From an optimization exercise on the open Yosys and OpenROAD flow, aimed at small area; shortcuts taken in it are not production practice.
The RTL was checked by simulation tests, not by an equivalence proof against the original design.

## flow/design.v (module list and top-level ports; edited modules follow where they fit)
// module operand_aligner: 147 lines
// module fpu_fa: 10 lines
// module fpu_ha: 9 lines
// module fpu_mul: 2309 lines
// module calculation_unit: 54 lines
// module result_stage: 72 lines
// module fpu_top: 78 lines
module fpu_top (
    input  logic             clk,
    input  logic             reset,
    input  logic [3:0]       op,
    input  logic             start,
    input  logic [31:0]      operand_a,
    input  logic [31:0]      operand_b,
    output logic             valid,
    output logic [31:0]      result
);
  // ...
==> flow/run.sh <==
#!/bin/bash
# synth_recipe.tcl (not shown) runs the flow's synth.tcl, then flattens the netlist and writes it again
# the make line also repeats each setting of config.mk as NAME=value (left out here)
make -C /OpenROAD-flow-scripts/flow DESIGN_CONFIG=/design/flow/config.mk WORK_HOME=/design/flow/orfs CLKGATE_MAP_FILE= SYNTH_SCRIPT=/design/flow/synth_recipe.tcl finish
==> flow/config.mk <==
export PLATFORM = sky130hd
export DESIGN_NAME = fpu_top
export DESIGN_NICKNAME = fpu_top
export VERILOG_FILES = /design/flow/design.v
export SDC_FILE = /design/flow/constraint.sdc
export NUM_CORES = 4
export LEC_CHECK = 0
export ABC_AREA = 1
export CAP_MARGIN = 20
export CORE_MARGIN = 2
export CORE_UTILIZATION = 60
export PLACE_DENSITY = 0.72
export SLEW_MARGIN = 20
export SYNTH_HIERARCHICAL = 1
==> flow/constraint.sdc <==
create_clock -name core_clock -period 10.0 [get_ports {clk}]
set_input_delay 2.0000 -clock core_clock [delete_from_list [all_inputs] [get_ports {clk}]]
set_output_delay 2.0000 -clock core_clock [all_outputs]
set_load 0.01 [all_outputs]
==> summary.txt, run 1 <==
* Worst EP arrival at 7.45 ns
* Met1 usage at 0.480
* Critical path peak fanout at 26
* First-iteration detailed-routing DRC count at 2721
* # diodes at 1
* Status: timing/DRC/antenna clean
* WL final at 84300 um
* Fraction of area in multi-input gates at 0.760
* Synth Area in Adders at 0.288
* Worst min path class: reg -> reg
* Worst slew margin at 0.279
* Seq_cells at 112
* Reg-to-reg setup timing slack at approximately 1.9 ns
* Gr busiest metal: met2
* Worst setup path category: reg -> out
* Met3 wire length at 8450 um
* Highest-count cells in the layout ignoring fill and taps: nand2_1 (739), inv_1 (352), xor2_1 (303)
* Clk Latency, worst-skew pair at 0.37 ns
* Overall global routing resource usage at 0.383
* Metal-1 WL at around 32000 um
* Source of the worst hold timing path: operand_aligner.stage_exponent[7]$_DFF_P_
* Reg area at around 2200 um2
* Reg clk slew, reported paths at 0.08 ns
* Grt met2 use at 0.615
* Buffers on Ports at 103
* Actual slew at the worst max-slew pin at 1.08 ns
* TAP cells at 532
* CTS Buf Count at 9
* Worst R2R Path Depth at 35
* Met2 WL post-DR at 38500 um
* Cell Area, Synth at 24900 um2
* CP dominant cell by count: nand2_1
* Number of flip-flops in the largest register at 28
* Hold Fails Final Rpt at 0
==> module operand_aligner, before the edit <==
module operand_aligner (
    input  logic        clk,
    input  logic        reset,
    input  logic [3:0]  op,
    input  logic        start,
    input  logic [31:0] operand_a,
    input  logic [31:0] operand_b,
    output logic        stage_valid,
    output logic        stage_mul,
    output logic        stage_sub,
    output logic        stage_rz,
    output logic [1:0]  stage_special,
    output logic        stage_sign,
    output logic [9:0]  stage_exponent,
    output logic [22:0] stage_fraction_a,
    output logic [26:0] stage_fraction_b,
    output logic        stage_sticky
);
    logic        sign_a;
    logic        sign_b;
    logic [7:0]  exp_a;
    logic [7:0]  exp_b;
    logic [22:0] frac_a;
    logic [22:0] frac_b;
    logic        zero_a;
    logic        zero_b;
    logic        inf_a;
    logic        inf_b;
    logic        nan_a;
    logic        nan_b;
    logic        is_mul;
    logic        undefined;
    logic        a_larger;
    logic        a_first;
    logic [7:0]  exp_big;
    logic [7:0]  exp_small;
    logic [22:0] frac_big;
    logic [23:0] mant_small;
    logic [7:0]  shift;
    logic [26:0] shifted;
    logic        sticky;
    logic        mul_sticky;
    logic [1:0]  special;
    logic        sign;
    always_comb begin
        exp_a  = operand_a[30:23];
        exp_b  = operand_b[30:23];
        frac_a = operand_a[22:0];
        frac_b = operand_b[22:0];
        zero_a = (exp_a == 8'd0);
        zero_b = (exp_b == 8'd0);
        inf_a  = (&exp_a) && (frac_a == 23'd0);
        inf_b  = (&exp_b) && (frac_b == 23'd0);
        nan_a  = (&exp_a) && (frac_a != 23'd0);
        nan_b  = (&exp_b) && (frac_b != 23'd0);
        undefined = op[3] | (op[1] & op[0]);
        is_mul    = op[1];
        sign_a    = operand_a[31];
        sign_b    = operand_b[31] ^ (op[0] & ~op[1]);
    end
    always_comb begin
        a_larger   = {exp_a, frac_a} >= {exp_b, frac_b};
        a_first    = a_larger | is_mul;
        exp_big    = a_first ? exp_a : exp_b;
        exp_small  = a_first ? exp_b : exp_a;
        frac_big   = a_first ? frac_a : frac_b;
        mant_small = a_first ? {1'b1, frac_b} & {24{~zero_b}} : {1'b1, frac_a} & {24{~zero_a}};
        shift      = (exp_big - exp_small) & {8{~is_mul}};
        shifted = {mant_small, 3'b000};
        sticky  = 1'b0;
        if (shift[7:5] != 3'd0) begin
            sticky  = |mant_small;
            shifted = 27'd0;
        end
        if (shift[0]) begin
            sticky  = sticky | shifted[0];
            shifted = shifted >> 1;
        end
        if (shift[1]) begin
            sticky  = sticky | (|shifted[1:0]);
            shifted = shifted >> 2;
        end
        if (shift[2]) begin
            sticky  = sticky | (|shifted[3:0]);
            shifted = shifted >> 4;
        end
        if (shift[3]) begin
            sticky  = sticky | (|shifted[7:0]);
            shifted = shifted >> 8;
        end
        if (shift[4]) begin
            sticky  = sticky | (|shifted[15:0]);
            shifted = shifted >> 16;
        end
    end
    always_comb begin
        mul_sticky = 1'b0;
        for (int i = 0; i < 20; i++)
            mul_sticky = mul_sticky | (frac_a[i] & (|(frac_b & ((23'd1 << (20 - i)) - 23'd1))));
    end
    always_comb begin
        special = fpu_pkg::SPECIAL_NONE;
        if (is_mul) begin
            sign = sign_a ^ sign_b;
            if (nan_a || nan_b || (inf_a && zero_b) || (zero_a && inf_b))
                special = fpu_pkg::SPECIAL_NAN;
            else if (inf_a || inf_b)
                special = fpu_pkg::SPECIAL_INF;
            else if (zero_a || zero_b)
                special = fpu_pkg::SPECIAL_ZERO;
        end else begin
            sign = a_larger ? sign_a : sign_b;
            if (nan_a || nan_b || (inf_a && inf_b && (sign_a != sign_b))) begin
                special = fpu_pkg::SPECIAL_NAN;
            end else if (inf_a) begin
                special = fpu_pkg::SPECIAL_INF;
                sign    = sign_a;
            end else if (inf_b) begin
                special = fpu_pkg::SPECIAL_INF;
                sign    = sign_b;
            end else if (zero_a && zero_b) begin
                special = fpu_pkg::SPECIAL_ZERO;
                sign    = sign_a & sign_b;
            end
        end
        if (undefined)
            special = fpu_pkg::SPECIAL_NAN;
    end
    always_ff @(posedge clk) begin
        if (reset)
            stage_valid <= 1'b0;
        else
            stage_valid <= start;
    end
    always_ff @(posedge clk) begin
        stage_mul        <= is_mul;
        stage_sub        <= ~is_mul & (sign_a ^ sign_b);
        stage_rz         <= op[2];
        stage_special    <= special;
        stage_sign       <= sign;
        stage_exponent   <= is_mul ? {2'b00, exp_a} + {2'b00, exp_b} - 10'd126
                                   : {2'b00, exp_big} + 10'd1;
        stage_fraction_a <= frac_big;
        stage_fraction_b <= {shifted[26:1], shifted[0] | sticky};
        stage_sticky     <= is_mul & mul_sticky;
    end
endmodule
==> module calculation_unit, before the edit <==
module calculation_unit (
    input  logic        clk,
    input  logic        reset,
    input  logic        aligned_valid,
    input  logic        aligned_mul,
    input  logic        aligned_sub,
    input  logic        aligned_rz,
    input  logic [1:0]  aligned_special,
    input  logic        aligned_sign,
    input  logic [9:0]  aligned_exponent,
    input  logic [22:0] aligned_fraction_a,
    input  logic [26:0] aligned_fraction_b,
    input  logic        aligned_sticky,
    output logic        calc_valid,
    output logic        calc_rz,
    output logic [1:0]  calc_special,
    output logic        calc_sign,
    output logic [9:0]  calc_exponent,
    output logic [27:0] calc_fraction,
    output logic        calc_sticky
);
    logic        add;
    logic [27:0] addend_a;
    logic [27:0] addend_b;
    logic [27:0] fraction;
    always_comb begin
        add = ~aligned_mul;
        addend_a = {1'b0, 1'b1, aligned_fraction_a, 3'b000} & {28{add}};
        addend_b = ({1'b0, aligned_fraction_b} ^ {28{aligned_sub}}) & {28{add}};
    end
    fpu_mul fpu_mul (
        .ma  (aligned_fraction_a),
        .mb  (aligned_fraction_b[25:3] & {23{aligned_mul}}),
        .hb  (aligned_mul),
        .ix  (addend_a),
        .iy  (addend_b),
        .cin (add & aligned_sub),
        .f   (fraction)
    );
    always_ff @(posedge clk) begin
        if (reset)
            calc_valid <= 1'b0;
        else
            calc_valid <= aligned_valid;
    end
    always_ff @(posedge clk) begin
        calc_rz       <= aligned_rz;
        calc_special  <= aligned_special;
        calc_sign     <= aligned_sign;
        calc_exponent <= aligned_exponent;
        calc_fraction <= fraction;
        calc_sticky   <= aligned_sticky;
    end
endmodule
==> module fpu_top, before the edit <==
module fpu_top (
    input  logic             clk,
    input  logic             reset,
    input  logic [3:0]       op,
    input  logic             start,
    input  logic [31:0]      operand_a,
    input  logic [31:0]      operand_b,
    output logic             valid,
    output logic [31:0]      result
);
    logic        stage_valid;
    logic        stage_mul;
    logic        stage_sub;
    logic        stage_rz;
    logic [1:0]  stage_special;
    logic        stage_sign;
    logic [9:0]  stage_exponent;
    logic [22:0] stage_fraction_a;
    logic [26:0] stage_fraction_b;
    logic        stage_sticky;
    logic        calc_valid;
    logic        calc_rz;
    logic [1:0]  calc_special;
    logic        calc_sign;
    logic [9:0]  calc_exponent;
    logic [27:0] calc_fraction;
    logic        calc_sticky;
    operand_aligner operand_aligner (
        .clk              (clk),
        .reset            (reset),
        .op               (op),
        .start            (start),
        .operand_a        (operand_a),
        .operand_b        (operand_b),
        .stage_valid      (stage_valid),
        .stage_mul        (stage_mul),
        .stage_sub        (stage_sub),
        .stage_rz         (stage_rz),
        .stage_special    (stage_special),
        .stage_sign       (stage_sign),
        .stage_exponent   (stage_exponent),
        .stage_fraction_a (stage_fraction_a),
        .stage_fraction_b (stage_fraction_b),
        .stage_sticky     (stage_sticky)
    );
    calculation_unit calculation_unit (
        .clk                (clk),
        .reset              (reset),
        .aligned_valid      (stage_valid),
        .aligned_mul        (stage_mul),
        .aligned_sub        (stage_sub),
        .aligned_rz         (stage_rz),
        .aligned_special    (stage_special),
        .aligned_sign       (stage_sign),
        .aligned_exponent   (stage_exponent),
        .aligned_fraction_a (stage_fraction_a),
        .aligned_fraction_b (stage_fraction_b),
        .aligned_sticky     (stage_sticky),
        .calc_valid         (calc_valid),
        .calc_rz            (calc_rz),
        .calc_special       (calc_special),
        .calc_sign          (calc_sign),
        .calc_exponent      (calc_exponent),
        .calc_fraction      (calc_fraction),
        .calc_sticky        (calc_sticky)
    );
    result_stage result_stage (
        .calc_valid    (calc_valid),
        .calc_rz       (calc_rz),
        .calc_special  (calc_special),
        .calc_sign     (calc_sign),
        .calc_exponent (calc_exponent),
        .calc_fraction (calc_fraction),
        .calc_sticky   (calc_sticky),
        .result        (result),
        .valid         (valid)
    );
endmodule
==> run 2: changes to the inputs <==
--- a/flow/design.v
+++ b/flow/design.v
@@ -21,5 +21,5 @@
     output logic [1:0]  stage_special,
     output logic        stage_sign,
-    output logic [9:0]  stage_exponent,
+    output logic [8:0]  stage_exponent,
     output logic [22:0] stage_fraction_a,
     output logic [26:0] stage_fraction_b,
@@ -40,11 +40,14 @@
     logic        is_mul;
     logic        undefined;
+    logic [8:0]  exp_diff_ab;
+    logic [7:0]  exp_diff_ba;
     logic        a_larger;
     logic        a_first;
     logic [7:0]  exp_big;
-    logic [7:0]  exp_small;
     logic [22:0] frac_big;
     logic [23:0] mant_small;
+    logic        zero_small;
     logic [7:0]  shift;
+    logic [4:0]  shift_sat;
     logic [26:0] shifted;
     logic        sticky;
@@ -69,37 +72,37 @@
     end
     always_comb begin
-        a_larger   = {exp_a, frac_a} >= {exp_b, frac_b};
-        a_first    = a_larger | is_mul;
-        exp_big    = a_first ? exp_a : exp_b;
-        exp_small  = a_first ? exp_b : exp_a;
-        frac_big   = a_first ? frac_a : frac_b;
-        mant_small = a_first ? {1'b1, frac_b} & {24{~zero_b}} : {1'b1, frac_a} & {24{~zero_a}};
-        shift      = (exp_big - exp_small) & {8{~is_mul}};
+        exp_diff_ab = {1'b0, exp_a} - {1'b0, exp_b};
+        exp_diff_ba = exp_b - exp_a;
+        a_larger    = !exp_diff_ab[8] && (exp_diff_ab[7:0] != 8'd0 || frac_a >= frac_b);
+        a_first     = a_larger | is_mul;
+        exp_big     = a_first ? exp_a : exp_b;
+        frac_big    = a_first ? frac_a : frac_b;
+        mant_small  = {1'b1, a_first ? frac_b : frac_a};
+        zero_small  = a_first ? zero_b : zero_a;
+        shift       = a_larger ? exp_diff_ab[7:0] : exp_diff_ba;
+        shift_sat   = (shift[4:0] | {5{(|shift[7:5]) | zero_small}}) & {5{~is_mul}};
         shifted = {mant_small, 3'b000};
         sticky  = 1'b0;
-        if (shift[7:5] != 3'd0) begin
-            sticky  = |mant_small;
-            shifted = 27'd0;
-        end
-        if (shift[0]) begin
+        if (shift_sat[0]) begin
             sticky  = sticky | shifted[0];
             shifted = shifted >> 1;
         end
-        if (shift[1]) begin
+        if (shift_sat[1]) begin
             sticky  = sticky | (|shifted[1:0]);
             shifted = shifted >> 2;
         end
-        if (shift[2]) begin
+        if (shift_sat[2]) begin
             sticky  = sticky | (|shifted[3:0]);
             shifted = shifted >> 4;
         end
-        if (shift[3]) begin
+        if (shift_sat[3]) begin
             sticky  = sticky | (|shifted[7:0]);
             shifted = shifted >> 8;
         end
-        if (shift[4]) begin
+        if (shift_sat[4]) begin
             sticky  = sticky | (|shifted[15:0]);
             shifted = shifted >> 16;
         end
+        sticky = sticky & ~zero_small;
     end
     always_comb begin
@@ -148,6 +151,5 @@
         stage_special    <= special;
         stage_sign       <= sign;
-        stage_exponent   <= is_mul ? {2'b00, exp_a} + {2'b00, exp_b} - 10'd126
-                                   : {2'b00, exp_big} + 10'd1;
+        stage_exponent   <= {1'b0, exp_big} + {1'b0, exp_b & {8{is_mul}}};
         stage_fraction_a <= frac_big;
         stage_fraction_b <= {shifted[26:1], shifted[0] | sticky};
@@ -2493,5 +2495,5 @@
     input  logic [1:0]  aligned_special,
     input  logic        aligned_sign,
-    input  logic [9:0]  aligned_exponent,
+    input  logic [8:0]  aligned_exponent,
     input  logic [22:0] aligned_fraction_a,
     input  logic [26:0] aligned_fraction_b,
@@ -2533,5 +2535,5 @@
         calc_special  <= aligned_special;
         calc_sign     <= aligned_sign;
-        calc_exponent <= aligned_exponent;
+        calc_exponent <= {1'b0, aligned_exponent} + (aligned_mul ? 10'h382 : 10'h001);
         calc_fraction <= fraction;
         calc_sticky   <= aligned_sticky;
@@ -2628,5 +2630,5 @@
     logic [1:0]  stage_special;
     logic        stage_sign;
-    logic [9:0]  stage_exponent;
+    logic [8:0]  stage_exponent;
     logic [22:0] stage_fraction_a;
     logic [26:0] stage_fraction_b;
--- a/flow/config.mk
+++ b/flow/config.mk
@@ -10,4 +10,5 @@
 export CORE_MARGIN = 2
 export CORE_UTILIZATION = 60
+export GPL_TIMING_DRIVEN = 0
 export PLACE_DENSITY = 0.72
 export SLEW_MARGIN = 20
==> summary.txt, run 2 <==
* Max Cap Viol at 0 (unchanged)
* Synth cell types at 58 (was 60)
* CTS root buffer: clkbuf_16 (unchanged)
* # DRC at 0 (unchanged)
* Asr flop ratio synth at 0 (unchanged)
* Overall global routing resource usage at 0.407 (was 0.383)
* Sink Count at 111 (was 112)
* DRT antenna net count at 0 (unchanged)
* Max-slew violation count at 0 (unchanged)
* Commonest non-fill, non-tap cell in the layout: nand2_1 (unchanged)
* DRT Pass-1 Iters at 8 (was 6)
* Slowest CP cell: fa_1 (was clkdlybuf4s50_1)
* Synth-to-layout area growth at 9.16% (was 5.75%)
* Critical path peak fanout at 10 (was 26)
* Register bit total from synthesis at 111 (was 112)
* Worst-case clock buffer depth at 2 (unchanged)
* Post-DP HPWL at 73800 um (was 64400 um)
* Nets at 4014 (was 3894)
* Critical Path RT at 8.00 ns (about the same)
* Number of flip-flops in the largest register at 28 (unchanged)
* Highest-count cells in the layout ignoring fill and taps: nand2_1 (710), inv_1 (337), xor2_1 (313) (was nand2_1 (739), inv_1 (352), xor2_1 (303))
* Actual slew at the worst max-slew pin at 1.02 ns (was 1.08 ns)
* Starting Density at 0.607 (was 0.609)
* Synth cell count leaders: nand2_1 (713), inv_1 (338), xor2_1 (314) (was nand2_1 (740), inv_1 (354), xor2_1 (303))
* Worst setup path category: reg -> out (unchanged)
* Die height at 207 um (was 208 um)
* Post-synth EDFFs at 0 (unchanged)
* Total grt overflow at 0 (unchanged)
* Initial antenna violation count at 1 (was 2)
* Cell Area, Synth at 24800 um2 (was 24900 um2)
* Source of the worst hold timing path: operand_aligner.stage_sticky$_DFF_P_ (was operand_aligner.stage_exponent[7]$_DFF_P_)
* Top reg by flops: calculation_unit.calc_fraction (unchanged)
* Hold Fails Final Rpt at 0 (unchanged)
* Status: timing/DRC/antenna clean (unchanged)
* Final number of setup-violating endpoints at 0 (unchanged)
* Syn Inst Count at 3405 (was 3457)
* CP Capture Type: primary output (unchanged)
* Worst EP arrival at 7.56 ns (was 7.45 ns)
* Most common cell in the netlist: nand2_1 (unchanged)
* Worst min path class: reg -> reg (unchanged)
* Final Cycle Share at 0.956 (was 0.945)
* Placed cells at 4045 (was 3932)
* Layout cells sized above 1 at 0.113 (was 0.0952)
* Setup WS post-layout at 0.436 ns (was 0.550 ns)
* Reg clk slew, reported paths at 0.08 ns (about the same)
* Hold Slack at 0.327 ns (was 0.329 ns)
* Dpl ws at -0.402 ns (was 0.260 ns)
* CTS Buf Count at 9 (unchanged)
* Hold Buf Count CTS at 0 (unchanged)
* Synth warn at 9 (unchanged)
* Worst Setup Start Kind: register (unchanged)
* Slowest stage delay, CP at 0.47 ns (was 0.56 ns)
* Synth top area cells: fa_1 (23%), xor2_1 (11%), nand2_1 (11%) (was fa_1 (23%), nand2_1 (11%), xor2_1 (11%))
* Maximum clock rate at 0.105 GHz (was 0.106 GHz)
* Global-route wire length before repair at 137000 um (was 131000 um)
* R2r endpoint: calculation_unit.calc_fraction[27]$_DFF_P_ (unchanged)
* Top cell type's share of synthesized area at 0.230 (was 0.227)
* Clk Latency, worst-skew pair at 0.37 ns (about the same)
* Crit Reg-Reg Startpoint: operand_aligner.stage_mul$_DFF_P_ (unchanged)
* H-tree depth at 3 (unchanged)
* Sequential-to-total area share from yosys stat at 0.0897 (was 0.0900)
* Buffers on Ports at 103 (unchanged)
* Top-level port count at 104 (unchanged)
* Die W at 207 um (was 208 um)
* CTS tree: built (unchanged)
* WL/cell at 21.9 um (was 21.3 um)
* Reg-to-reg setup timing slack at 1.47 ns (was 1.85 ns)
* Non-filler cells, final at 4071 (was 3957)
* Hold EP: calculation_unit.calc_sticky$_DFF_P_ (was calculation_unit.calc_exponent[7]$_DFF_P_)
* GPL Wtd Cong at 1.03 (was 0.988)
* Top_reg_cell synth: dfxtp_1 (unchanged)
* Crit. Startpoint: calculation_unit.calc_fraction[13]$_DFF_P_ (was calculation_unit.calc_fraction[18]$_DFF_P_)
* CP dominant cell by count: nand2_1 (unchanged)
* Die area at 42900 um2 (was 43200 um2)
* Worst slew margin at 0.320 (was 0.279)
* Avg Synthesized Cell Area at 7.28 um2 (was 7.21 um2)
* Worst R2R Path Depth at 38 (was 35)
* Largest net degree at the start of global routing at 21 (was 64)
* # diodes at 0 (was 1)
* Setup TNS at 0 ns (unchanged)
* WL final at 89300 um (was 84300 um)
* Core ar. at 40800 um2 (was 40900 um2)
* Synth area leader: fa_1 (unchanged)
* Fin crit period at 9.56 ns (was 9.45 ns)
* First-iteration detailed-routing DRC count at 3238 (was 2721)
* Top flop regs: calculation_unit.calc_fraction (28), operand_aligner.stage_fraction_b (27), operand_aligner.stage_fraction_a (23) (unchanged)
* Vias in the first global route at 24800 (was 24500)
* Worst Hold Path Cells at 0 (unchanged)
* FP Rows at 74 (unchanged)
* DR vias at 25300 (was 24400)
* Mean number of vias per cell at 6.21 (was 6.18)
* Final Skew at 0.0108 ns (was 0.0127 ns)
run 2: final cells by class:
type                       count  area [um2]
buffer                       241        1370
clock buffer                  10         229
multi-input combinational   2698       20000
clock inverter                 6        88.8
inverter                     359        1350
tap                          532         666
fill                        3531       13800
timing repair buffer         114        1150
sequential                   111        2220
run 2: what timing repair did:
action                     4_1_cts  5_1_grt
hold endpoints to repair         0        0
setup endpoints to repair       31       31
resized for setup               11       37
cloned                           0        1
buffers inserted                 2        8
pin swaps                        2       10
run 2: cell families after synthesis:
kind of cell               count (synthesis)  share of synthesized area
AOI/OAI and AO/OA                        613                      0.157
DFF                                      111                     0.0897
and+or+nand+nor                         1343                      0.236
buffers and inverters                    601                      0.109
xor gates and xnor gates                 326                      0.115
other                                      2                   0.000303
adders and majority gates                409                      0.293
run 2: Yosys stat by module (local to each module, per instance), excerpt:
module            cells  area (um2)  flip-flops and latches
operand_aligner     943        5820                      67
fpu_mul            1169        7870                       0
fpu_ha                1        12.5                       0
calculation_unit    261        1900                      44
fpu_fa                1        20.0                       0
result_stage        733        3460                       0
run 2: how the worst max path moves through the flow:
stage	endpoint	cells after the start
floorplan	result[15]	47
global placement	result[18]	49
detailed placement	result[20]	47
CTS	result[3]	45
global route	result[8]	48
finish	result[12]	48
run 2: critical path, delay by kind of cell (launching register included):
family,cells,cell delay (ns)
AND/OR/NAND/NOR,29,3.33
buffers and inverters,8,1.26
adder cells (fa/ha/maj),4,1.12
AO/OA/AOI/OAI,6,0.99
flip-flops,1,0.38
XOR/XNOR,1,0.11
run 2: layer usage:
metal,part of all wire,GRT usage
met3,0.11,0.0915
met4,0.051,0.176
met5,0,0
met1,0.39,0.542
met2,0.44,0.639
run 2: stage by stage:
step | instance area, um2 | util
floorplan | 24800 | -
global placement | 26500 | 0.649
detailed placement | 26500 | 0.649
CTS | 26900 | 0.658
global route | 27100 | 0.663
finish | 27100 | 0.663
==> module result_stage, before the edit <==
module result_stage (
    input  logic        calc_valid,
    input  logic        calc_rz,
    input  logic [1:0]  calc_special,
    input  logic        calc_sign,
    input  logic [9:0]  calc_exponent,
    input  logic [27:0] calc_fraction,
    input  logic        calc_sticky,
    output logic [31:0] result,
    output logic        valid
);
    logic [27:0] normalized;
    logic [4:0]  lead_zeros;
    logic        guard;
    logic        sticky;
    logic        round_up;
    logic [24:0] rounded;
    logic [9:0]  norm_exp;
    logic [9:0]  final_exp;
    logic [31:0] computed;
    always_comb begin
        normalized = calc_fraction;
        lead_zeros = 5'd0;
        if (normalized[27:12] == 16'd0) begin
            normalized    = normalized << 16;
            lead_zeros[4] = 1'b1;
        end
        if (normalized[27:20] == 8'd0) begin
            normalized    = normalized << 8;
            lead_zeros[3] = 1'b1;
        end
        if (normalized[27:24] == 4'd0) begin
            normalized    = normalized << 4;
            lead_zeros[2] = 1'b1;
        end
        if (normalized[27:26] == 2'd0) begin
            normalized    = normalized << 2;
            lead_zeros[1] = 1'b1;
        end
        if (!normalized[27]) begin
            normalized    = normalized << 1;
            lead_zeros[0] = 1'b1;
        end
        guard    = normalized[3];
        sticky   = (|normalized[2:0]) | calc_sticky;
        round_up = !calc_rz && guard && (sticky || normalized[4]);
        rounded  = {1'b0, normalized[27:4]} + {24'd0, round_up};
        norm_exp  = calc_exponent - {5'd0, lead_zeros};
        final_exp = norm_exp + {9'd0, rounded[24]};
    end
    always_comb begin
        if (!normalized[27]) begin
            computed = 32'd0;
        end else if ($signed(final_exp) >= $signed(10'd255)) begin
            if (calc_rz)
                computed = {calc_sign, 31'h7f7f_ffff};
            else
                computed = {calc_sign, 8'hff, 23'd0};
        end else if (final_exp[9] || final_exp == 10'd0) begin
            computed = {calc_sign, 31'd0};
        end else begin
            computed = {calc_sign, final_exp[7:0], rounded[22:0]};
        end
        case (calc_special)
            fpu_pkg::SPECIAL_ZERO: result = {calc_sign, 31'd0};
            fpu_pkg::SPECIAL_INF:  result = {calc_sign, 8'hff, 23'd0};
            fpu_pkg::SPECIAL_NAN:  result = fpu_pkg::QNAN;
            default:               result = computed;
        endcase
        valid = calc_valid;
    end
endmodule
==> run 3: changes to the inputs <==
--- a/flow/design.v
+++ b/flow/design.v
@@ -43,4 +43,8 @@
     logic [7:0]  exp_diff_ba;
     logic        a_larger;
+    logic        frac_ge;
+    logic [26:0] shifted_out;
+    logic        borrow_ab;
+    logic        borrow_ba;
     logic        a_first;
     logic [7:0]  exp_big;
@@ -72,7 +76,17 @@
     end
     always_comb begin
-        exp_diff_ab = {1'b0, exp_a} - {1'b0, exp_b};
-        exp_diff_ba = exp_b - exp_a;
-        a_larger    = !exp_diff_ab[8] && (exp_diff_ab[7:0] != 8'd0 || frac_a >= frac_b);
+        borrow_ab = 1'b0;
+        borrow_ba = 1'b0;
+        for (int i = 0; i < 8; i++) begin
+            exp_diff_ab[i] = exp_a[i] ^ exp_b[i] ^ borrow_ab;
+            exp_diff_ba[i] = exp_a[i] ^ exp_b[i] ^ borrow_ba;
+            borrow_ab = (~exp_a[i] & exp_b[i]) | (~(exp_a[i] ^ exp_b[i]) & borrow_ab);
+            borrow_ba = (~exp_b[i] & exp_a[i]) | (~(exp_a[i] ^ exp_b[i]) & borrow_ba);
+        end
+        exp_diff_ab[8] = borrow_ab;
+        frac_ge = 1'b1;
+        for (int i = 0; i < 23; i++)
+            frac_ge = (frac_a[i] & ~frac_b[i]) | ((frac_a[i] | ~frac_b[i]) & frac_ge);
+        a_larger    = !exp_diff_ab[8] && (exp_diff_ab[7:0] != 8'd0 || frac_ge);
         a_first     = a_larger | is_mul;
         exp_big     = a_first ? exp_a : exp_b;
@@ -82,26 +96,6 @@
         shift       = a_larger ? exp_diff_ab[7:0] : exp_diff_ba;
         shift_sat   = (shift[4:0] | {5{(|shift[7:5]) | zero_small}}) & {5{~is_mul}};
-        shifted = {mant_small, 3'b000};
-        sticky  = 1'b0;
-        if (shift_sat[0]) begin
-            sticky  = sticky | shifted[0];
-            shifted = shifted >> 1;
-        end
-        if (shift_sat[1]) begin
-            sticky  = sticky | (|shifted[1:0]);
-            shifted = shifted >> 2;
-        end
-        if (shift_sat[2]) begin
-            sticky  = sticky | (|shifted[3:0]);
-            shifted = shifted >> 4;
-        end
-        if (shift_sat[3]) begin
-            sticky  = sticky | (|shifted[7:0]);
-            shifted = shifted >> 8;
-        end
-        if (shift_sat[4]) begin
-            sticky  = sticky | (|shifted[15:0]);
-            shifted = shifted >> 16;
-        end
+        {shifted, shifted_out} = {mant_small, 3'b000, 27'd0} >> shift_sat;
+        sticky = |shifted_out;
         sticky = sticky & ~zero_small;
     end
@@ -2558,6 +2552,12 @@
     logic        round_up;
     logic [24:0] rounded;
+    logic [3:0]  block_ones;
+    logic [24:0] carry;
     logic [9:0]  norm_exp;
     logic [9:0]  final_exp;
+    logic        overflow;
+    logic [10:0] exp_borrow;
+    logic [7:0]  exp_carry;
+    logic        underflow;
     logic [31:0] computed;
     always_comb begin
@@ -2587,17 +2587,35 @@
         sticky   = (|normalized[2:0]) | calc_sticky;
         round_up = !calc_rz && guard && (sticky || normalized[4]);
-        rounded  = {1'b0, normalized[27:4]} + {24'd0, round_up};
-        norm_exp  = calc_exponent - {5'd0, lead_zeros};
-        final_exp = norm_exp + {9'd0, rounded[24]};
+        block_ones = {&normalized[27:22], &normalized[21:16], &normalized[15:10], &normalized[9:4]};
+        carry[0]  = round_up;
+        carry[6]  = round_up & block_ones[0];
+        carry[12] = round_up & (&block_ones[1:0]);
+        carry[18] = round_up & (&block_ones[2:0]);
+        carry[24] = round_up & (&block_ones[3:0]);
+        for (int i = 1; i < 24; i++)
+            if (i % 6 != 0)
+                carry[i] = carry[i-1] & normalized[i+3];
+        rounded = {carry[24], normalized[27:4] ^ carry[23:0]};
+        exp_borrow[0] = 1'b0;
+        for (int i = 0; i < 10; i++) begin
+            norm_exp[i]     = calc_exponent[i] ^ (i < 5 ? lead_zeros[i] : 1'b0) ^ exp_borrow[i];
+            exp_borrow[i+1] = (~calc_exponent[i] & ((i < 5 ? lead_zeros[i] : 1'b0) | exp_borrow[i])) | ((i < 5 ? lead_zeros[i] : 1'b0) & exp_borrow[i]);
+        end
+        exp_carry[0] = rounded[24];
+        for (int i = 1; i < 8; i++)
+            exp_carry[i] = exp_carry[i-1] & norm_exp[i-1];
+        final_exp = {norm_exp[9:8], norm_exp[7:0] ^ exp_carry};
+        overflow  = !norm_exp[9] && (norm_exp[8] || (&norm_exp[7:1] && (norm_exp[0] || rounded[24])));
+        underflow = norm_exp[9] || (norm_exp == 10'd0 && !rounded[24]);
     end
     always_comb begin
         if (!normalized[27]) begin
             computed = 32'd0;
-        end else if ($signed(final_exp) >= $signed(10'd255)) begin
+        end else if (overflow) begin
             if (calc_rz)
                 computed = {calc_sign, 31'h7f7f_ffff};
             else
                 computed = {calc_sign, 8'hff, 23'd0};
-        end else if (final_exp[9] || final_exp == 10'd0) begin
+        end else if (underflow) begin
             computed = {calc_sign, 31'd0};
         end else begin
--- a/flow/config.mk
+++ b/flow/config.mk
@@ -10,5 +10,4 @@
 export CORE_MARGIN = 2
 export CORE_UTILIZATION = 60
-export GPL_TIMING_DRIVEN = 0
 export PLACE_DENSITY = 0.72
 export SLEW_MARGIN = 20
==> summary.txt, run 3 <==
* Final Cycle Share at 0.950 (was 0.956)
* # DRC at 0 (unchanged)
* Worst-case clock buffer depth at 2 (unchanged)
* Worst min path class: reg -> reg (unchanged)
* Placed cells at 3623 (was 4045)
* DRT antenna net count at 0 (unchanged)
* Final Skew at 0.0174 ns (was 0.0108 ns)
* Number of flip-flops in the largest register at 28 (unchanged)
* Fin crit period at 9.50 ns (was 9.56 ns)
* Most common cell in the netlist: nand2_1 (unchanged)
* Synth cell types at 56 (was 58)
* Worst Setup Start Kind: register (unchanged)
* Die height at 204 um (was 207 um)
* Top reg by flops: calculation_unit.calc_fraction (unchanged)
* Asr flop ratio synth at 0 (unchanged)
* Worst setup path category: reg -> out (unchanged)
* Clk Latency, worst-skew pair at 0.37 ns (about the same)
* Non-filler cells, final at 3643 (was 4071)
* Max Cap Viol at 0 (unchanged)
* DRT Pass-1 Iters at 5 (was 8)
* Setup WS post-layout at 0.499 ns (was 0.436 ns)
* Avg Synthesized Cell Area at 7.56 um2 (was 7.28 um2)
* Register bit total from synthesis at 111 (unchanged)
* Synth-to-layout area growth at 5.16% (was 9.16%)
* Sink Count at 111 (unchanged)
* Die area at 41400 um2 (was 42900 um2)
* Top_reg_cell synth: dfxtp_1 (unchanged)
* Post_cts resized at 0 (was 11)
* Largest net degree at the start of global routing at 109 (was 21)
* WL final at 77100 um (was 89300 um)
* Reg clk slew, reported paths at 0.07 ns (was 0.08 ns)
* Core ar. at 39500 um2 (was 40800 um2)
* Overall global routing resource usage at 0.373 (was 0.407)
* Top flop regs: calculation_unit.calc_fraction (28), operand_aligner.stage_fraction_b (27), operand_aligner.stage_fraction_a (23) (unchanged)
* Commonest non-fill, non-tap cell in the layout: nand2_1 (unchanged)
* DR vias at 22300 (was 25300)
* CTS root buffer: clkbuf_16 (unchanged)
* Global-route wire length before repair at 121000 um (was 137000 um)
* Synth top area cells: fa_1 (25%), xor2_1 (11%), nand2_1 (9.4%) (was fa_1 (23%), xor2_1 (11%), nand2_1 (11%))
* Highest-count cells in the layout ignoring fill and taps: nand2_1 (600), inv_1 (328), xor2_1 (306) (was nand2_1 (710), inv_1 (337), xor2_1 (313))
* Total grt overflow at 0 (unchanged)
* Starting Density at 0.604 (was 0.607)
* FP Rows at 73 (was 74)
* Vias in the first global route at 22600 (was 24800)
* Worst slew margin at 0.264 (was 0.320)
* Cell family with most CP delay: simple AND/OR/NAND/NOR gates (unchanged)
* Hold Slack at 0.329 ns (was 0.327 ns)
* Dpl ws at 0.916 ns (was -0.402 ns)
* Sequential-to-total area share from yosys stat at 0.0930 (was 0.0897)
* First-iteration detailed-routing DRC count at 2252 (was 3238)
* Initial antenna violation count at 3 (was 1)
* Max-slew violation count at 0 (unchanged)
* Die W at 204 um (was 207 um)
* GPL Wtd Cong at 0.963 (was 1.03)
* Synth warn at 9 (unchanged)
* Setup repair bufs after CTS at 0 (was 2)
* CTS tree: built (unchanged)
* Syn Inst Count at 3161 (was 3405)
* Mean number of vias per cell at 6.13 (was 6.21)
* Status: timing/DRC/antenna clean (unchanged)
* Post-synth EDFFs at 0 (unchanged)
* Actual slew at the worst max-slew pin at 1.10 ns (was 1.02 ns)
* Slowest CP cell: clkdlybuf4s50_1 (was fa_1)
* Hold Fails Final Rpt at 0 (unchanged)
* Nets at 3585 (was 4014)
* Worst EP arrival at 7.50 ns (was 7.56 ns)
* Synth area leader: fa_1 (unchanged)
* Worst Path Buf+Inv at 9 (was 8)
* Maximum clock rate at 0.105 GHz (about the same)
* Final core occ at 0.635 (was 0.663)
* Critical path peak fanout at 42 (was 10)
* Synth cell count leaders: nand2_1 (600), inv_1 (329), xor2_1 (306) (was nand2_1 (713), inv_1 (338), xor2_1 (314))
* Critical Path RT at 8.00 ns (about the same)
* Post-DP HPWL at 58100 um (was 73800 um)
* Buffers on Ports at 103 (unchanged)
* CTS Buf Count at 9 (unchanged)
* H-tree depth at 3 (unchanged)
* CP Capture Type: primary output (unchanged)
* Slowest stage delay, CP at 0.57 ns (was 0.47 ns)
* Hold Buf Count CTS at 0 (unchanged)
* Layout cells sized above 1 at 0.0928 (was 0.113)
* Final number of setup-violating endpoints at 0 (unchanged)
* WL/cell at 21.2 um (was 21.9 um)
* Cell Area, Synth at 23900 um2 (was 24800 um2)
* Top cell type's share of synthesized area at 0.250 (was 0.230)
* Top-level port count at 104 (unchanged)
==> run 3: logic make-up (layout without fill, tap and decap cells) <==
group           after synthesis  in the layout  synth area share
simple gates               1147           1147             0.214
compound gates              592            592             0.159
buf+inv                     588            538             0.111
fa+ha+maj                   404            404             0.305
xor+xnor                    317            317             0.116
flops                       111            111            0.0930
other cells                   2              9          0.000314
==> run 3: worst paths after layout <==
| check | from | to | slack (ns) | cells past startpoint |
|---|---|---|---|---|
| setup reg to reg | operand_aligner.stage_mul$_DFF_P_ | calculation_unit.calc_fraction[15]$_DFF_P_ | 1.92 | 28 |
| setup / recovery | calculation_unit.calc_fraction[16]$_DFF_P_ | result[21] | 0.50 | 37 |
| hold reg to reg | operand_aligner.stage_sign$_DFF_P_ | calculation_unit.calc_sign$_DFF_P_ | 0.33 | 0 |
| hold / removal | operand_aligner.stage_sign$_DFF_P_ | calculation_unit.calc_sign$_DFF_P_ | 0.33 | 0 |
==> run 3: cell type report <==
cell class / count / area (um2)
Multi-Input combinational cell: 2466 / 19000
Timing Repair inverter: 1 / 7.51
Clock inverter: 7 / 80.1
Clock buffer: 9 / 225
Inverter: 349 / 1320
Antenna cell: 3 / 7.51
Tap cell: 525 / 657
Sequential cell: 111 / 2230
Fill cell: 3611 / 14400
Timing Repair Buffer: 172 / 1560
==> run 3: per-stage QoR <==
| stage | cell area, um2 | TNS [ns] |
|---|---|---|
| after floorplan | 23900 | 0 |
| after global placement | 24800 | 0 |
| after detailed placement | 24800 | 0 |
| after CTS | 25100 | 0 |
| after global routing | 25100 | -0.319 |
| final | 25100 | 0 |
==> run 3: worst reg2reg max path: cells and delay by family, from the launching register on <==
family,cells,cell delay [ns]
AO/OA/AOI/OAI,4,0.74
adder cells (fa/ha/maj),8,3.72
XOR/XNOR,2,0.60
flip-flops,1,0.53
AND/OR/NAND/NOR,11,1.54
buffers and inverters,3,0.85
==> run 3: Yosys stat by module, one instance, submodules excluded, excerpt <==
module | cells | flops+latches | copies in the design
fpu_ha | 1 | 0 | 34
result_stage | 584 | 0 | 1
fpu_mul | 1169 | 0 | 1
calculation_unit | 261 | 44 | 1
operand_aligner | 848 | 67 | 1
fpu_fa | 1 | 0 | 265
==> run 3: routing by layer <==
| metal | wire length [um] | GRT usage | part of all wire |
|---|---|---|---|
| met1 | 29800 | 0.471 | 0.39 |
| met2 | 35900 | 0.615 | 0.47 |
| met3 | 7750 | 0.0842 | 0.10 |
| met4 | 3680 | 0.164 | 0.048 |
| met5 | 12 | 0 | 0.00016 |
==> run 4: changes to the inputs <==
==> flow/flow/run.sh (new file) <==
#!/bin/bash
# Layout flow: the standard layout, except that synthesis maps the logic
# with an area-oriented ABC script (flow/abc_area.script: area-only mapping)
# in place of ORFS's delay-oriented one. Everything else, the registers
# included, comes from the standard scripts unchanged.
set -euo pipefail
work=$(pwd)

# a private copy of the ORFS scripts with only the ABC script replaced
rm -rf "$work/scripts"
cp -r "$FLOW_HOME/scripts" "$work/scripts"
cp "$work/flow/abc_area.script" "$work/scripts/abc_area.script"

# synthesis with that copy, then the rest of the standard layout
bash "$work/standard.sh" SCRIPTS_DIR="$work/scripts" synth > "$work/synth.log" 2>&1
bash "$work/standard.sh" finish > "$work/layout.log" 2>&1
==> flow/flow/abc_area.script (new file) <==
strash
dch
map -a
topo
dnsize -c
==> flow/standard.sh (new file) <==
#!/bin/bash
# synth_recipe.tcl (not shown) runs the flow's synth.tcl, then flattens the netlist and writes it again
# the make line also repeats each setting of config.mk as NAME=value (left out here)
make -C /OpenROAD-flow-scripts/flow DESIGN_CONFIG=/design/flow/config.mk WORK_HOME=/design/flow/orfs CLKGATE_MAP_FILE= SYNTH_SCRIPT=/design/flow/synth_recipe.tcl "${@:-finish}"
removed: flow/run.sh
==> summary.txt, run 4 <==
* WL/cell at 22.2 um (was 21.2 um)
* CP Capture Type: primary output (unchanged)
* # DRC at 0 (unchanged)
* Highest-count cells in the layout ignoring fill and taps: nand2_1 (354), fa_1 (299), xor2_1 (296) (was nand2_1 (600), inv_1 (328), xor2_1 (306))
* Number of flip-flops in the largest register at 28 (unchanged)
* Commonest non-fill, non-tap cell in the layout: nand2_1 (unchanged)
* Mean number of vias per cell at 6.35 (was 6.13)
* Cell family with most CP delay: adder cells (was simple AND/OR/NAND/NOR gates)
* CTS root buffer: clkbuf_16 (unchanged)
* Worst Setup Start Kind: register (unchanged)
* Mux contribution to synthesized area at 0.00709 (was 0)
* First-iteration detailed-routing DRC count at 2191 (was 2252)
* Avg Synthesized Cell Area at 7.95 um2 (was 7.56 um2)
* Max Cap Viol at 0 (unchanged)
* Top-level port count at 104 (unchanged)
* CTS tree: built (unchanged)
* Hold Fails Final Rpt at 0 (unchanged)
* Vias in the first global route at 21300 (was 22600)
* Synth Area in Adders at 0.345 (was 0.305)
* Sequential-to-total area share from yosys stat at 0.105 (was 0.0930)
* Cell Area, Synth at 21200 um2 (was 23900 um2)
* Setup WS post-layout at 0.642 ns (was 0.499 ns)
* Actual slew at the worst max-slew pin at 0.922 ns (was 1.10 ns)
* CP dominant cell by count: clkinv_1
* Synth warn at 9 (unchanged)
* Overall global routing resource usage at 0.405 (was 0.373)
* Synth cell types at 44 (was 56)
* Clk Latency, worst-skew pair at 0.35 ns (was 0.37 ns)
* Worst-case clock buffer depth at 2 (unchanged)
* Final core occ at 0.686 (was 0.635)
* Post-DP Area at 23400 um2 (was 24800 um2)
* Post-DP HPWL at 56500 um (was 58100 um)
* Cell area after layout at 23800 um2 (was 25100 um2)
* DR vias at 21100 (was 22300)
* Asr flop ratio synth at 0 (unchanged)
* Simple-gate area share of the yosys netlist at 0.152 (was 0.214)
* Synth Area in Compound Gates at 0.197 (was 0.159)
* Slowest stage delay, CP at 0.51 ns (was 0.57 ns)
* DRT antenna net count at 0 (unchanged)
* Final Cycle Share at 0.936 (was 0.950)
* Worst EP arrival at 7.36 ns (was 7.50 ns)
* Largest net degree at the start of global routing at 66 (was 109)
* Post-synth EDFFs at 0 (unchanged)
* Sink Count at 111 (unchanged)
* Top reg by flops: calculation_unit.calc_fraction (unchanged)
* Nets at 3328 (was 3585)
* Slowest CP cell: clkdlybuf4s50_1 (unchanged)
* Starting Density at 0.611 (was 0.604)
* Worst Path Buf+Inv at 10 (was 9)
* Synth top area cells: fa_1 (28%), xor2_1 (12%), dfxtp_1 (10%) (was fa_1 (25%), xor2_1 (11%), nand2_1 (9.4%))
* Synth cell count leaders: nand2_1 (356), fa_1 (299), xor2_1 (296) (was nand2_1 (600), inv_1 (329), xor2_1 (306))
* Buffers on Ports at 103 (unchanged)
* Initial antenna violation count at 5 (was 3)
* Synth-to-layout area growth at 12.2% (was 5.16%)
* GPL Wtd Cong at 1.01 (was 0.963)
* Top_reg_cell synth: dfxtp_1 (unchanged)
* Register bit total from synthesis at 111 (unchanged)
* Top cell type's share of synthesized area at 0.283 (was 0.250)
* Main combinational cell family by area after synthesis: adder cells (unchanged)
* Total grt overflow at 0 (unchanged)
* Status: timing/DRC/antenna clean (unchanged)
* Die area at 36800 um2 (was 41400 um2)
* Dpl ws at 0.463 ns (was 0.916 ns)
* Maximum clock rate at 0.107 GHz (was 0.105 GHz)
* Placed cells at 3291 (was 3623)
* Most common cell in the netlist: nand2_1 (unchanged)
* Post-Synth XOR/XNOR Area at 0.132 (was 0.116)
* Synth area leader: fa_1 (unchanged)
* Layout cells sized above 1 at 0.0721 (was 0.0928)
* Final number of setup-violating endpoints at 0 (unchanged)
* Worst slew margin at 0.381 (was 0.264)
* Hold Buf Count CTS at 0 (unchanged)
* Critical Path RT at 8.00 ns (about the same)
* Syn Inst Count at 2665 (was 3161)
* Global-route wire length before repair at 115000 um (was 121000 um)
* Worst setup path category: reg -> out (unchanged)
* FP Rows at 68 (was 73)
* H-tree depth at 3 (unchanged)
* Reg clk slew, reported paths at 0.08 ns (was 0.07 ns)
* Die height at 192 um (was 204 um)
* Worst min path class: reg -> reg (unchanged)
* Fin crit period at 9.36 ns (was 9.50 ns)
* Max-slew violation count at 0 (unchanged)
* Core ar. at 34600 um2 (was 39500 um2)
* Critical path peak fanout at 27 (was 42)
* Final Skew at 0.0132 ns (was 0.0174 ns)
* DRT Pass-1 Iters at 6 (was 5)
* Die W at 192 um (was 204 um)
* Non-filler cells, final at 3313 (was 3643)
* WL final at 73600 um (was 77100 um)
* Top flop regs: calculation_unit.calc_fraction (28), operand_aligner.stage_fraction_b (27), operand_aligner.stage_fraction_a (23) (unchanged)
* CTS Buf Count at 9 (unchanged)
[run 4: cell types whose count changed after synthesis, moves of 47 or more]
cell      previous run  this run
buf_1               47         0
buf_2               90         0
clkinv_1             2       286
inv_1              329         0
nand2_1            600       356
nand3_1            193        28
nor2_1             187       249
o21ai_0            142       266
o22ai_2             50         0
[run 4: per-module statistics from Yosys (local to each module, per instance), a selection]
module	copies in the design	cell area [um2]	cells	flops+latches
operand_aligner	1	4790	740	67
fpu_mul	1	6690	981	0
fpu_fa	265	20.0	1	0
result_stage	1	2220	418	0
calculation_unit	1	1750	227	44
fpu_ha	34	12.5	1	0
[run 4: cell families after synthesis]
| kind of cell | count (synthesis) |
|---|---|
| AOI/OAI and AO/OA | 732 |
| xor gates and xnor gates | 320 |
| adders and majority gates | 405 |
| buffers and inverters | 315 |
| DFF | 111 |
| muxes | 15 |
| other | 2 |
| and+or+nand+nor | 765 |
[run 4: repair_timing]
| item | 4_1_cts | 5_1_grt |
|---|---|---|
| setup buffers | 0 | 3 |
| endpoints found under the setup margin | 0 | 32 |
| gates resized for setup | 0 | 15 |
| hold endpoints to repair | 0 | 0 |
[run 4: per-stage QoR]
step / hold slack, ns / setup TNS, ns
after detailed placement: 0.312 / 0
after global placement: 0.311 / 0
final: 0.319 / 0
after CTS: 0.321 / 0
after global routing: 0.337 / -0.0304
after floorplan: 0.310 / -0.0825
[run 4: area by class of cell]
class / instances / area [um2]
clock buffer: 9 / 225
clock inverter: 6 / 45.0
sequential: 111 / 2230
timing repair buffer: 199 / 1750
antenna: 1 / 2.50
multi-input combinational: 2245 / 17800
tap: 455 / 569
fill: 2991 / 10900
timing repair inverter: 1 / 7.51
inverter: 286 / 1090
[run 4: worst paths after layout]
kind                                                                   from                                          to  slack (ns)  cells after the start
worst max-delay path             calculation_unit.calc_fraction[24]$_DFF_P_                                  result[17]        0.64                     34
worst min-delay path            operand_aligner.stage_special[1]$_SDFF_PP1_    calculation_unit.calc_special[1]$_DFF_P_        0.32                      0
worst max register to register            operand_aligner.stage_mul$_DFF_P_  calculation_unit.calc_fraction[27]$_DFF_P_        0.77                     35
worst min register to register  operand_aligner.stage_special[1]$_SDFF_PP1_    calculation_unit.calc_special[1]$_DFF_P_        0.32                      0
[run 4: per-layer routing]
| layer | vias to the layer above | wire length, um | GRT usage |
|---|---|---|---|
| met4 | 2 | 3620 | 0.177 |
| met5 | - | 12 | 0 |
| met3 | 315 | 8990 | 0.120 |
| met1 | 9918 | 27700 | 0.510 |
| met2 | 1321 | 33200 | 0.646 |
| li1 | 9494 | - | - |

## what the ideal ports hide
Ports are ideal in the flow. The routed layouts listed here were re-timed in OpenROAD.
Step 1, drivers: a clkbuf_16 drives clk and a buf_2 each remaining input, both assumed.
Step 2 times the ports against the registers' clock, not the clock port: input delays grow and output delays shrink by t, the midpoint of the rising clock arrivals with the driver on.
Slacks: ideal ports / drivers / drivers and shift; pairs: ideal ports / drivers.
| run | shift t [ns] | setup slack, ns | hold WS [ns] | worst slew at a driven data input, ns |
|---|---|---|---|---|
| run 1 | 0.407 | 0.550 / 0.504 / 0.911 | 0.329 / 0.329 / 0.329 | 0.07 |
| run 2 | 0.420 | 0.436 / 0.382 / 0.803 | 0.327 / 0.327 / 0.327 | 0.04 |
| run 3 | 0.408 | 0.499 / 0.446 / 0.854 | 0.329 / 0.329 / 0.329 | 0.05 |
| run 4 | 0.392 | 0.642 / 0.594 / 0.381 | 0.319 / 0.319 / 0.319 | 0.06 |
After both steps setup and hold are still met in every run listed. For run 4, which loses most, drivers alone change the setup slack by -0.048 ns; drivers and shift together by -0.261 ns.
